This is an optimization exercise on Yosys and OpenROAD, whose aim is small area and a short achievable clock period, not a production implementation.
Function was checked by simulation only, so behaviour that the tests miss may differ from the original.

## run A
## pe_pipelined
module pe_pipelined #(
    parameter int unsigned W_DEPTH = 4,
    parameter int unsigned PIPE    = 2,
    localparam int unsigned ADDR_W = (W_DEPTH > 1) ? $clog2(W_DEPTH) : 1
) (
    input  logic              clk,
    input  logic              reset,
    input  logic              load_cfg,
    input  logic [2:0]        load_op,
    input  logic              load_wen,
    input  logic [ADDR_W-1:0] load_addr,
    input  logic [31:0]       load_data,
    input  logic              in_valid,
    output logic              in_ready,
    input  logic [31:0]       a,
    input  logic [31:0]       b,
    input  logic [31:0]       c,
    output logic              out_valid,
    input  logic              out_ready,
    output logic [31:0]       out_data,
    output logic              busy
);
For scale: ~270 flip-flops, ~170 I/O pins, ~43000 sq um of cells after synthesis.
clock: 30.0 ns
lec_check: 0
abc_area: 1
cap_margin: 20
core_margin: 2
core_utilization: 50
cts_buf_list: sky130_fd_sc_hd__clkbuf_8
slew_margin: 20
synth_hierarchical: 1
standard.sh (not shown) runs the stock make flow with config.mk's settings and CLKGATE_MAP_FILE= SYNTH_SCRIPT=/design/flow/synth_recipe.tcl, a recipe that flattens the netlist after the stock synthesis.
==> flow/flow/run.sh <==
#!/bin/bash
set -euo pipefail
export SETUP_SLACK_MARGIN=16.75
export TNS_END_PERCENT=5
export BUFFER_PORTS_ARGS="-buffer_cell sky130_fd_sc_hd__buf_1"
bash standard.sh > standard_make.log 2>&1
Modified inputs, run B compared to run A
--- a/flow/flow/run.sh
+++ b/flow/flow/run.sh
@@ -2,3 +2,3 @@
 set -euo pipefail
-export SETUP_SLACK_MARGIN=16.75
+export SETUP_SLACK_MARGIN=18.25
 export TNS_END_PERCENT=5
- Run B went all the way through synthesis, placement and routing and the layout is clean on timing, DRC and antenna.
- Layout overhead on the synthesized area in run B is 7.7 points higher than in run A
- Lower multi-input gate area in the final layout among run B and run A: run A
- Capture point of the critical path: s1_z[14]$_DFFE_PP_ -> run A, wptr[0]$_DFFE_PP0P_ -> run B
- Relative to run A, portion of the layout cell area used by non-clock buffers increased by 3.3 points in run B.
- Measured against each other, run B and run A differ in number of standard cells in the layout, taps in and fillers out, the lower figure coming from run A.
### run B -> run C
- putting CTS_CLUSTER_SIZE at 24 where nothing was set
--- a/flow/flow/run.sh
+++ b/flow/flow/run.sh
@@ -2,3 +2,3 @@
 set -euo pipefail
-export SETUP_SLACK_MARGIN=18.25
+export SETUP_SLACK_MARGIN=16.5
 export TNS_END_PERCENT=5
## What came out
Comparing worst hold slack for run C and run B, the smaller number came from run B.
[compare] base=run B new=run C: area overhead of the layout relative to synthesis dropped 8.9 points, final area dropped 3800 sq um, synthesized area barely changed, routed wire length dropped about 7%, number of I/O port buffers barely changed.
Re final critical-path setup slack: run C is 0.53 ns down on run B.
Per the comparison of run C with run B, number of cells on the critical path now larger; end-of-flow core utilization now smaller.
[inputs] run D vs run C
- a deleted CTS_CLUSTER_SIZE that had been 24
- a change of CORE_UTILIZATION from 50 to 56
- a deleted CTS_BUF_LIST that had been sky130_fd_sc_hd__clkbuf_8
==> flow/flow/run.sh <==
#!/bin/bash
set -euo pipefail
export SETUP_SLACK_MARGIN=16.5
export TNS_END_PERCENT=5
export BUFFER_PORTS_ARGS="-buffer_cell sky130_fd_sc_hd__buf_2"
bash standard.sh > standard_make.log 2>&1
==> comparison <==
Run D against run C; combined area of the multi-input logic cells is up slightly. [run D] fraction of met3 tracks used by global routing rose 2.2 points relative to run C. Diff run C -> run D: minimum setup slack in the final design now sits lower; final cycle utilization of the critical path went up by 0.34 points. Run D ended with every stage complete and zero timing, DRC or antenna violations. Final critical-path required period: lower on run C. Aggregate global-route resource usage was lower in run C than in run D. Diff run C -> run D: first-pass GRT wire length saw a decrease; total length of routed met3 wires saw an increase.

========
pe_pipelined again, from the RTL that the note above started with.
Settings: LEC_CHECK=0, ABC_AREA=1, CAP_MARGIN=20, CORE_MARGIN=2, CORE_UTILIZATION=50, CTS_BUF_LIST=sky130_fd_sc_hd__clkbuf_8, SLEW_MARGIN=20, SYNTH_HIERARCHICAL=1; clock period 30.0 ns.
==> flow/flow/run.sh <==
#!/bin/bash
set -euo pipefail
export SETUP_SLACK_MARGIN=17.25
export TNS_END_PERCENT=5
export BUFFER_PORTS_ARGS="-buffer_cell sky130_fd_sc_hd__buf_2"
bash standard.sh > standard_make.log 2>&1
Rerun with:
--- a/flow/flow/run.sh
+++ b/flow/flow/run.sh
@@ -3 +3 @@
-export SETUP_SLACK_MARGIN=17.25
+export SETUP_SLACK_MARGIN=16.5
CTS_BUF_LIST = unset   (was sky130_fd_sc_hd__clkbuf_8)
After rerunning: The changed run completed with no timing, DRC or antenna violations; first-iteration DRC count shrinks by a few percent; clock skew fell by 0.0073 ns; maximum frequency went down by a few percent; sequential share of layout area came out higher by 0.89 points; routed wire length decreases by a few percent; via count falls by a few percent.
Rerun with:
--- a/flow/flow/run.sh
+++ b/flow/flow/run.sh
@@ -5 +5 @@
-export BUFFER_PORTS_ARGS="-buffer_cell sky130_fd_sc_hd__buf_2"
+export BUFFER_PORTS_ARGS="-buffer_cell sky130_fd_sc_hd__buf_1"
CAP_MARGIN = 10   (was 20)
CTS_BUF_LIST = sky130_fd_sc_hd__clkbuf_8   (was unset)
SLEW_MARGIN = 10   (was 20)
Effect:
- synthesized cell count stays the same
- setup slack is better by 0.0079 ns
- final area falls by 0.64%
- register-to-register slack barely changes
- routed wire length decreases by 1.1%
- die area does not change
- area after synthesis is unchanged
- first-iteration DRC count came out lower by 11%
- clock-buffer cell count grows by 9
Rerun with:
--- a/flow/flow/run.sh
+++ b/flow/flow/run.sh
@@ -3 +3 @@
-export SETUP_SLACK_MARGIN=16.5
+export SETUP_SLACK_MARGIN=17.75
CAP_MARGIN = 20   (was 10)
SLEW_MARGIN = 20   (was 10)
The new run finished clean; sequential cell count is unchanged; synthesized area does not change; cell area rises by 10%; clock-buffer cell count decreases by 1; worst setup slack gains 0.67 ns; via count goes up by 4.7%; fmax rose by 5.4%; synthesized cell count does not change; register-to-register slack improves by 0.75 ns; worst hold slack is worse by 0.011 ns.

========
Setup of cedar:
Starting RTL as in the previous note.
clock: 30.0 ns
lec_check: 0
abc_area: 1
cap_margin: 20
core_margin: 2
core_utilization: 50
cts_buf_list: sky130_fd_sc_hd__clkbuf_8
slew_margin: 20
synth_hierarchical: 1
==> flow/flow/run.sh <==
#!/bin/bash
set -euo pipefail
export SETUP_SLACK_MARGIN=16.5
export TNS_END_PERCENT=5
export BUFFER_PORTS_ARGS="-buffer_cell sky130_fd_sc_hd__buf_1"
bash standard.sh > standard_make.log 2>&1
#### Input delta (tundra over cedar)
- CTS_BUF_LIST changed from sky130_fd_sc_hd__clkbuf_8 to sky130_fd_sc_hd__clkbuf_4
Findings:
tundra completed; timing, DRC and antenna clean. tundra ends up with lower average vias per placed instance than cedar does. tundra against cedar: clock input transition at the sequential cells of the worst setup and hold paths shows an increase of 0.03 ns, synthesis-to-finish area growth shows no meaningful change.
Modified inputs, quartz compared to tundra
- CTS_BUF_LIST now sky130_fd_sc_hd__clkbuf_8, was sky130_fd_sc_hd__clkbuf_4
--- a/flow/flow/run.sh
+++ b/flow/flow/run.sh
@@ -2,3 +2,3 @@
 set -euo pipefail
-export SETUP_SLACK_MARGIN=16.5
+export SETUP_SLACK_MARGIN=17.25
 export TNS_END_PERCENT=5
Looking only at fraction of final layout cells sized beyond drive strength 1, and setting everything else aside, the higher value of quartz and tundra goes to quartz. Compared to tundra, quartz shows a wider setup margin. quartz vs tundra — non-clock buffer count climbed by more than a quarter. As far as final RePlAce weighted congestion goes, tundra and quartz are indistinguishable; the numbers are identical. From tundra to quartz the numbers moved as follows: met1 track utilization from global routing +0.34 points; total of clock buffers placed in the layout moved down. In quartz, the transition time of the tightest slew-check pin came out 0.092 ns below the value in tundra.

[static timing again, ports no longer ideal]
The flow's constraints put no driver on any port. The routed layouts listed below were extracted and timed again, unchanged, in two steps.
Step 1: set_driving_cell puts a clkbuf_16 on clk and a buf_2 on each other input, an assumption about the parent block.
Step 2 moves the port delays by t, midway between the first and last clock arrival at a register: inputs arrive t later, outputs are due t later. That takes back most of the time a late clock gives input paths.
Slacks: ideal / step 1 / step 2; pairs: ideal / step 1.
| run | shift t [ns] | setup slack, ns | worst hold slack (ns) | worst setup path at the end |
|---|---|---|---|---|
| run A | 0.653 | 17.101 / 17.101 / 17.101 | 0.463 / 0.463 / 0.463 | register to register |
| run B | 0.637 | 17.447 / 17.465 / 16.827 | 0.456 / 0.456 / 0.456 | input to register |
| run C | 0.656 | 16.917 / 16.917 / 16.917 | 0.463 / 0.463 / 0.463 | register to register |
| run D | 0.626 | 16.816 / 16.816 / 16.816 | 0.457 / 0.457 / 0.457 | register to register |
| the first run of note 2 | 0.663 | 17.357 / 17.339 / 17.339 | 0.462 / 0.462 / 0.462 | input to output |
| the second run of note 2 | 0.629 | 16.865 / 16.865 / 16.865 | 0.470 / 0.470 / 0.470 | register to register |
| the third run of note 2 | 0.641 | 16.873 / 16.873 / 16.873 | 0.472 / 0.472 / 0.472 | register to register |
| the fourth run of note 2 | 0.640 | 17.540 / 17.520 / 16.950 | 0.461 / 0.461 / 0.461 | input to register |
| cedar | 0.656 | 16.917 / 16.917 / 16.917 | 0.463 / 0.463 / 0.463 | register to register |
| tundra | 0.834 | 16.866 / 16.866 / 16.866 | 0.462 / 0.462 / 0.462 | register to register |
| quartz | 0.651 | 17.358 / 17.335 / 17.335 | 0.463 / 0.463 / 0.463 | input to output |
After both steps every run listed still meets setup and hold. The setup slack of run B, which loses most, moves by +0.018 ns with the drivers and by -0.620 ns with both steps.
